Context: an optimization exercise on an open-source flow, tuned for small area, a short achievable clock period and few clock cycles. The choices shown serve that exercise and are no tape-out recipe.
Function was checked by simulation only, so behaviour that the tests miss may differ from the original.
Power figures rest on the tool's default switching activity, not on a simulated workload.

--- flow/design.v ---
package pentary_pkg;
    localparam logic [2:0] NEG2 = 3'd0;
    localparam logic [2:0] NEG1 = 3'd1;
    localparam logic [2:0] ZERO = 3'd2;
    localparam logic [2:0] POS1 = 3'd3;
    localparam logic [2:0] POS2 = 3'd4;
    function automatic logic code_valid(input logic [2:0] code);
        code_valid = code <= POS2;
    endfunction
    function automatic logic [2:0] to_sm(input logic [2:0] code);
        case (code)
            NEG2:    to_sm = 3'b110;
            NEG1:    to_sm = 3'b101;
            POS1:    to_sm = 3'b001;
            POS2:    to_sm = 3'b010;
            default: to_sm = 3'b000;
        endcase
    endfunction
endpackage
module crossbar_cell_array
#(
    parameter int ROWS = 16,
    parameter int COLS = 16,
    parameter int RAW  = 4,
    parameter int CAW  = 4
) (
    input  logic                   clk,
    input  logic                   reset,
    input  logic                   lvl_we,      
    input  logic                   stk_we,      
    input  logic [RAW-1:0]         wr_row,
    input  logic [CAW-1:0]         wr_col,
    input  logic [2:0]             wr_level,    
    output logic [ROWS*COLS*3-1:0] levels,      
    output logic [ROWS*COLS-1:0]   stucks       
);
    logic [ROWS-1:0] lrow, srow;
    logic [COLS-1:0] col, lcol;
    logic [2:0]      bus;
    always_comb begin
        for (int r = 0; r < ROWS; r++) begin
            lrow[r] = reset | (lvl_we & (wr_row == RAW'(r)));
            srow[r] = stk_we & (wr_row == RAW'(r));
        end
        for (int c = 0; c < COLS; c++) begin
            col[c]  = wr_col == CAW'(c);
            lcol[c] = reset | col[c];
        end
        bus = reset ? 3'b000 : wr_level;
    end
    always_ff @(posedge clk) begin
        for (int r = 0; r < ROWS; r++) begin
            for (int c = 0; c < COLS; c++) begin
                if (lrow[r] & lcol[c])
                    levels[(r*COLS+c)*3 +: 3] <= bus;
                stucks[r*COLS+c] <= ~reset & (stucks[r*COLS+c] | (srow[r] & col[c]));
            end
        end
    end
endmodule
module pentary_crossbar_ctrl_v2
#(
    parameter int ROWS       = 16,
    parameter int COLS       = 16,
    parameter int ACC_W      = 6,
    parameter int MAX_PULSES = 4,
    localparam int RAW  = $clog2(ROWS),
    localparam int CAW  = (COLS > 1) ? $clog2(COLS) : 1,
    localparam int CNTW = $clog2(COLS + 1)
) (
    input  logic                  clk,
    input  logic                  reset,
    input  logic [RAW-1:0]        write_row,
    input  logic [CAW-1:0]        write_col,
    input  logic [2:0]            write_data,
    input  logic                  write_enable,
    input  logic                  inject_stuck,
    input  logic                  compute_enable,
    input  logic [ROWS*3-1:0]     input_vector,
    output logic [COLS*ACC_W-1:0] output_vector,
    output logic                  out_valid,
    output logic                  sat,
    input  logic                  calibrate_enable,
    input  logic [RAW-1:0]        calibrate_row,
    output logic                  calibration_done,
    output logic [CNTW-1:0]       cal_bad_count,
    output logic                  write_done,
    output logic                  write_fail,
    output logic                  ready,
    output logic                  error,
    output logic [7:0]            error_count
);
    localparam int KR  = 4;                  
    localparam int NCH = ROWS / KR;          
    localparam int AW  = $clog2(NCH);
    logic [NCH-1:0] ph;                      
    logic           busy;                    
    logic           cal_busy;                
    logic           idle;
    logic          acc_wr, acc_inj, acc_cmp, acc_cal;
    logic [RAW-1:0] cal_row_q;
    assign busy    = ~ph[0];
    assign idle    = ph[0] & ~cal_busy;
    assign ready   = idle;
    assign acc_wr  = idle & write_enable & ~inject_stuck;
    assign acc_inj = idle & write_enable &  inject_stuck;
    assign acc_cmp = idle & ~write_enable & compute_enable;
    assign acc_cal = idle & ~write_enable & ~compute_enable & calibrate_enable;
    always_ff @(posedge clk) begin
        if (reset) cal_busy <= 1'b0;
        else       cal_busy <= acc_cal;
    end
    always_ff @(posedge clk) begin
        if (acc_cal) cal_row_q <= calibrate_row;
    end
    logic                   wvalid;
    logic [2:0]             enc;
    logic [2:0]             rd_level;        
    logic                   rd_stuck;
    logic [ROWS*COLS*3-1:0] levels;
    logic [ROWS*COLS-1:0]   stucks;
    assign wvalid = pentary_pkg::code_valid(write_data);
    assign enc    = pentary_pkg::to_sm(write_data);
    crossbar_cell_array #(
        .ROWS(ROWS), .COLS(COLS), .RAW(RAW), .CAW(CAW)
    ) u_cells (
        .clk      (clk),
        .reset    (reset),
        .lvl_we   (acc_wr & wvalid & ~rd_stuck),
        .stk_we   (acc_inj),
        .wr_row   (write_row),
        .wr_col   (write_col),
        .wr_level (enc),
        .levels   (levels),
        .stucks   (stucks)
    );
    logic [COLS*4-1:0] rows [ROWS];          
    logic [COLS*4-1:0] grp  [KR];            
    logic [COLS*4-1:0] wrow;                 
    logic [COLS-1:0]   srows [ROWS];         
    logic [COLS-1:0]   crow;                 
    always_comb begin
        for (int r = 0; r < ROWS; r++) begin
            for (int c = 0; c < COLS; c++) begin
                rows[r][c*4 +: 3] = levels[(r*COLS + c)*3 +: 3];
                rows[r][c*4 + 3]  = stucks[r*COLS + c];
            end
        end
        for (int b = 0; b < KR; b++) begin
            grp[b] = '0;
            for (int k = 0; k < NCH; k++) grp[b] |= rows[k*KR + b] & {(COLS*4){ph[k]}};
        end
        wrow = rows[write_row];
        for (int r = 0; r < ROWS; r++) srows[r] = stucks[r*COLS +: COLS];
        crow = srows[cal_row_q];
    end
    logic [3:0]      cells [COLS];
    logic            wr_ok;
    always_comb begin
        for (int c = 0; c < COLS; c++) cells[c] = wrow[c*4 +: 4];
        {rd_stuck, rd_level} = cells[write_col];
    end
    assign wr_ok = wvalid & (~rd_stuck | (rd_level == enc));
    logic [1:0]      pc2 [8];
    logic [2:0]      pc4 [4];
    logic [3:0]      pc8 [2];
    logic [CNTW-1:0] cal_cnt;
    always_comb begin
        for (int i = 0; i < 8; i++) pc2[i] = 2'(crow[2*i]) + 2'(crow[2*i+1]);
        for (int i = 0; i < 4; i++) pc4[i] = 3'(pc2[2*i]) + 3'(pc2[2*i+1]);
        for (int i = 0; i < 2; i++) pc8[i] = 4'(pc4[2*i]) + 4'(pc4[2*i+1]);
        cal_cnt = CNTW'(pc8[0]) + CNTW'(pc8[1]);
    end
    logic [KR*3-1:0]        xc;              
    logic [(ROWS-KR)*3-1:0] x_q;             
    logic [ROWS*3-1:0]      xin;
    always_comb begin
        for (int i = 0; i < ROWS; i++) xin[i*3 +: 3] = pentary_pkg::to_sm(input_vector[i*3 +: 3]);
    end
    assign xc = busy ? x_q[KR*3-1:0] : xin[KR*3-1:0];
    always_ff @(posedge clk) begin
        if (busy) x_q <= x_q >> (3*KR);
        else      x_q <= xin[ROWS*3-1:KR*3];
    end
    logic [5:0]      acc_q [COLS];
    logic [5:0]      res   [COLS];
    logic [COLS-1:0] csat;
    genvar gc, gi;
    generate
        for (gc = 0; gc < COLS; gc++) begin : g_col
            logic [5:0]    u [KR+1];
            logic [KR-1:0] st;
            assign u[0] = busy ? acc_q[gc] : 6'd32;
            for (gi = 0; gi < KR; gi++) begin : g_stage
                logic [2:0] w, x;
                logic       e1, e2, e4, ng;
                logic [5:0] a;
                logic [6:0] c;
                assign w  = grp[gi][gc*4 +: 3];
                assign x  = xc[gi*3 +: 3];
                assign e1 = w[0] & x[0];
                assign e2 = (w[0] & x[1]) | (w[1] & x[0]);
                assign e4 = w[1] & x[1];
                assign ng = w[2] ^ x[2];
                assign a    = u[gi] ^ {6{ng}};
                assign c[0] = e1;
                assign c[1] = (e1 & a[0]) | e2;
                assign c[2] = (c[1] & a[1]) | e4;
                for (genvar b = 3; b <= 6; b++) begin : g_c
                    assign c[b] = c[b-1] & a[b-1];
                end
                assign st[gi]  = c[6];
                assign u[gi+1] = c[6] ? {6{~ng}} : (u[gi] ^ c[5:0]);
            end
            assign res[gc]  = u[KR];
            assign csat[gc] = |st;
        end
    endgenerate
    logic sat_q;
    logic last;
    assign last = ph[NCH-1];
    always_ff @(posedge clk) begin
        if (reset)                 ph <= NCH'(1);
        else if (acc_cmp | busy)   ph <= {ph[NCH-2:0], ph[NCH-1]};
    end
    always_ff @(posedge clk) begin
        for (int c = 0; c < COLS; c++) acc_q[c] <= res[c];
        sat_q <= busy & (sat_q | (|csat));
    end
    always_ff @(posedge clk) begin
        if (reset) begin
            write_done       <= 1'b0;
            write_fail       <= 1'b0;
            out_valid        <= 1'b0;
            calibration_done <= 1'b0;
            output_vector    <= '0;
            sat              <= 1'b0;
            cal_bad_count    <= '0;
            error            <= 1'b0;
            error_count      <= '0;
        end else begin
            write_done       <= acc_wr & wr_ok;
            write_fail       <= acc_wr & ~wr_ok;
            out_valid        <= last;
            calibration_done <= cal_busy;
            if (acc_wr & ~wr_ok) begin
                error <= 1'b1;
                if (error_count != 8'hFF) error_count <= error_count + 8'd1;
            end
            if (last) begin
                sat <= sat_q | (|csat);
                for (int c = 0; c < COLS; c++)
                    output_vector[c*ACC_W +: ACC_W] <= {~res[c][5], res[c][4:0]};
            end
            if (cal_busy) cal_bad_count <= cal_cnt;
        end
    end
endmodule
--- flow/run.sh ---
#!/bin/bash
# synth_recipe.tcl (not shown) runs the flow's synth.tcl, then flattens the netlist and writes it again
# the make line also repeats each setting of config.mk as NAME=value (left out here)
make -C /OpenROAD-flow-scripts/flow DESIGN_CONFIG=/design/flow/config.mk WORK_HOME=/design/flow/orfs CLKGATE_MAP_FILE= SYNTH_SCRIPT=/design/flow/synth_recipe.tcl finish
--- flow/config.mk ---
export PLATFORM = sky130hd
export DESIGN_NAME = pentary_crossbar_ctrl_v2
export DESIGN_NICKNAME = pentary_crossbar_ctrl_v2
export VERILOG_FILES = /design/flow/design.v
export SDC_FILE = /design/flow/constraint.sdc
export NUM_CORES = 4
export LEC_CHECK = 0
export ABC_AREA = 1
export CAP_MARGIN = 20
export CORE_MARGIN = 2
export CORE_UTILIZATION = 60
export SETUP_SLACK_MARGIN = 4
export SLEW_MARGIN = 20
export TNS_END_PERCENT = 20
--- flow/constraint.sdc ---
create_clock -name core_clock -period 10.0 [get_ports {clk}]
set_input_delay 2.0000 -clock core_clock [delete_from_list [all_inputs] [get_ports {clk}]]
set_output_delay 2.0000 -clock core_clock [all_outputs]
set_load 0.01 [all_outputs]
==> impl_results.md <==
* Status: timing/DRC/antenna clean
* Fin area at 84000 µm²
* RR Startpoint: cal_row_q[1]
* Sequential share of the synthesized area at 46.9%
* Cts hold-fix bufs at 0
* #FFs+latches synth at 1281
* Main synth FF type: edfxtp_1
* Achievable Freq at 0.163 GHz
* Sw power at 7430 µW
* Worst-path maximum fanout at 18
* CP peak stage delay at 0.39 ns
* Startpoint Class: input port
* Post-DP HPWL at 195000 µm
* CP arrival at 6.58 ns
* DRT Wirelength at 291000 µm
* Fin crit share at 61.3%
* DR iter-0 viols at 11200
* Router iterations before antenna repair at 9
* Placed cell area at 74800 µm²
* Synthesized net count at 8747
* Leak Pwr at 0.0336 µW
* Peak VDD IR at 0.169 mV
* Slew Limit Headroom at 3.77%
* Vias per cell at 6.51
* Reg clk slew, reported paths at 0.06 ns
* Clock tree root driver cell: clkbuf_16
* Synth async-reset ratio at 0%
* Drt wl/cell at 27.3 µm
* Port bufs at 184
* Number of synthesized flops with an enable pin at 772
* Hold_sp: x_q[23]
* Worst R2R Setup Slack at 4.10 ns
* Clock sinks at 1281
* Total Nets Final at 9071
* DRC at 0
* Clock power share at 27.2%
* CP Capture Type: flip-flop
* Switch share at 39.3%
* Commonest non-fill, non-tap cell in the layout: nand2_1
* H-tree depth at 4
* Fill count at 9416
* Avg Inst Size Synth at 8.22 µm²
* Final cell count without fillers at 10600
* Logic pwr share at 39.1%
* Ys Warns at 27
* Unrepaired setup endpoints after global routing: yes
* Layout Skew at 0.0484 ns
* Cells after synthesis at 8662
* Global-route wire length before repair at 411000 µm
* Total number of vias at 69200
* Initial antenna violation count at 6
* Largest net degree at the start of global routing at 208
* Placed cells at 10200
* Most frequent cells in the layout: 2115 x nand2_1, 858 x inv_1, 772 x edfxtp_1
* Crit Path Category: input port to flip-flop
* Post-route setup TNS at 0 ns
* Internal power at 11500 µW
* Final ANT Viol Nets at 0
* Worst hold margin at 0.433 ns
* Chip width at 348 µm
* Worst skew pair latency at 0.81 ns
* CP max-delay cell: nor2_1
* Data required time of the critical path at 10.46 ns
* Worst Setup SP: write_row[2]
* CTS tree: yes
* Max cap viols at 0
* Pwr Density at 225 nW/µm²
* Sequential cell fraction of total power at 33.7%
* Grt ovf at 0
* Final Max Slew Viols at 0
* Critical-path cell list: dlygate4sd2_1 -> nand2_1 -> inv_1 -> nand2_1 -> buf_6 -> inv_4 -> nand2_1 -> o21ai_0 -> nor4_2 -> nand4_1 -> o211ai_1 -> nand2_1 -> nor4_1 -> buf_4 -> nand3_1 -> nor2_4 -> buf_4 -> nand2_1 -> nand2_1 -> inv_2 -> nor2_1
* Final number of hold-violating endpoints at 0
* DIE HEIGHT at 348 µm
* Vias in the first global route at 62500
* Clock tree buffer depth at 3
* Core area at 118000 µm²
* Std-Cell Rows at 126
* Minimum clock period at 6.13 ns
* Synth cell types at 79
* GPL Wtd Cong at 1.04
* Gr usage total at 46.0%
* Post-Synthesis Cell Area at 71200 µm²
* CP dominant cell by count: nand2_1
* Effective utilization at floorplan at 60.4%
* I/O pins at 185
* Layout cell share with drive strength beyond 1 at 16.6%
* DIE AREA at 121000 µm²
* Area growth syn-to-layout at 18.0%
* Final setup viols at 0
* TritonCTS buffer count at 135
* Hold WC Path Type: flip-flop to flip-flop
* Worst Tran Pin Value at 1.44 ns
==> cells in the mapped netlist, drive strengths merged, types with 14 or more instances <==
cell type	count	area (µm²)
nor4	37	231
a221o	19	190
clkinv	30	115
a41oi	22	193
a31oi	21	161
o22ai	324	2040
or2	19	121
a2111oi	43	377
buf	122	768
clkbuf	245	920
a21boi	16	173
a22o	69	604
a221oi	180	1580
nand3	342	1900
xor2	307	2720
nor3	32	165
inv	949	3570
nand2	2479	9880
o2111ai	54	473
o21ai	471	2620
edfxtp	772	23200
dfxtp	509	10200
a21oi	475	2410
xnor2	129	1160
nand4	166	1660
o221ai	14	123
nor2	737	2890
==> stage by stage <==
| step | setup WS (ns) | power (µW) | util (%) |
|---|---|---|---|
| after floorplan | 2.63 | 10800 | - |
| after global placement | 2.11 | 12400 | 63.3 |
| after detailed placement | 1.99 | 12500 | 63.4 |
| after CTS | 3.91 | 17900 | 68.6 |
| after global routing | 3.83 | 19700 | 71.2 |
| final | 3.87 | 18900 | 71.2 |
==> power by group through the flow <==
stage	Sequential [µW]	Combinational [µW]	Clock, µW
after floorplan	6390	4400	0
after global placement	6460	5950	0
after detailed placement	6450	6070	0
after CTS	6360	6450	5100
after global routing	6400	7940	5310
final	6380	7390	5130
==> per-layer routing <==
| layer | up-vias | part of all wire (%) | track usage, % |
|---|---|---|---|
| met2 | 5438 | 40 | 65.2 |
| li1 | 30100 | - | - |
| met1 | 32200 | 36 | 59.8 |
| met3 | 1420 | 16 | 18.1 |
| met5 | - | 0.10 | 1.32 |
| met4 | 12 | 7.5 | 25.4 |
==> final timing paths <==
check,end,cells after the start
setup / recovery,u_cells.levels[683],21
hold / removal,x_q[11],2
setup reg to reg,cal_bad_count[4],19
hold reg to reg,x_q[11],2
==> sequential cells by signal, summed over array words and instances (netlist names) <==
register / cells
calibration_done: 1
cal_row_q: 4
output_vector: 96
out_valid: 1
write_done: 1
sat_q: 1
error: 1
u_cells.stucks: 256
x_q: 36
error_count: 8
sat: 1
u_cells.levels: 768
write_fail: 1
ph: 4
cal_bad_count: 5
cal_busy: 1
acc_q: 96
==> kinds of logic (layout without fill, tap and decap cells) <==
logic type | after synthesis | in the layout | synth area share, %
buf+inv | 1350 | 1774 | 7.59
fa+ha+maj | 16 | 16 | 0.387
simple gates | 3831 | 3834 | 23.9
compound gates | 1748 | 1748 | 15.8
other cells | 0 | 5 | 0
flops | 1281 | 1281 | 46.9
xor+xnor | 436 | 436 | 5.45
==> cell type report <==
| cell class | count | area, µm² | area share [%] |
|---|---|---|---|
| clock buffer | 177 | 3660 | 4.36 |
| inverter | 979 | 3830 | 4.56 |
| tap | 1536 | 1920 | 2.29 |
| sequential | 1281 | 33400 | 39.8 |
| antenna | 5 | 12.5 | 0.0149 |
| timing repair buffer | 554 | 5130 | 6.11 |
| clock inverter | 63 | 757 | 0.901 |
| multi-input combinational | 6034 | 35300 | 42.0 |
| timing repair inverter | 1 | 16.3 | 0.0194 |
==> timing repair <==
item | in CTS | in global routing
cloned | 3 | 2
pin swaps | 70 | 174
hold endpoints to repair | 0 | 0
setup endpoints to repair | 977 | 938
gates resized for setup | 249 | 483
setup buffers | 77 | 123
==> critical path, delay by kind of cell <==
kind                   cells  cell delay [ns]
AO/OA/AOI/OAI              2             0.31
AND/OR/NAND/NOR           12             2.54
buffers and inverters      7             1.68
Testbench counts, summed over its fixed seeds: cycles 6,997.

[port drivers added, routing unchanged]
In the flow no input, the clock included, has a driving cell. The finished layout below was timed again as built, in two steps. Step 1: set_driving_cell puts a clkbuf_16 on clk and a buf_2 on each other input, an assumption about the parent block. Step 2 also shifts input and output timing later by t, the mid clock arrival at the registers, as if the neighbouring blocks saw the same clock. Slacks: ideal ports / drivers / drivers and shift; pairs: ideal ports / drivers.
t, ns: 0.861
setup WS [ns]: 3.875 / 3.934 / 3.073
worst hold slack (ns): 0.433 / 0.433 / 0.433
clock arrival spread, ns: 0.051 / 0.051
slew at the worst register clock pin (ns): 0.07 / 0.07
After both steps setup and hold are still met in this run. For this run, drivers alone change the setup slack by +0.059 ns; drivers and shift together by -0.802 ns.
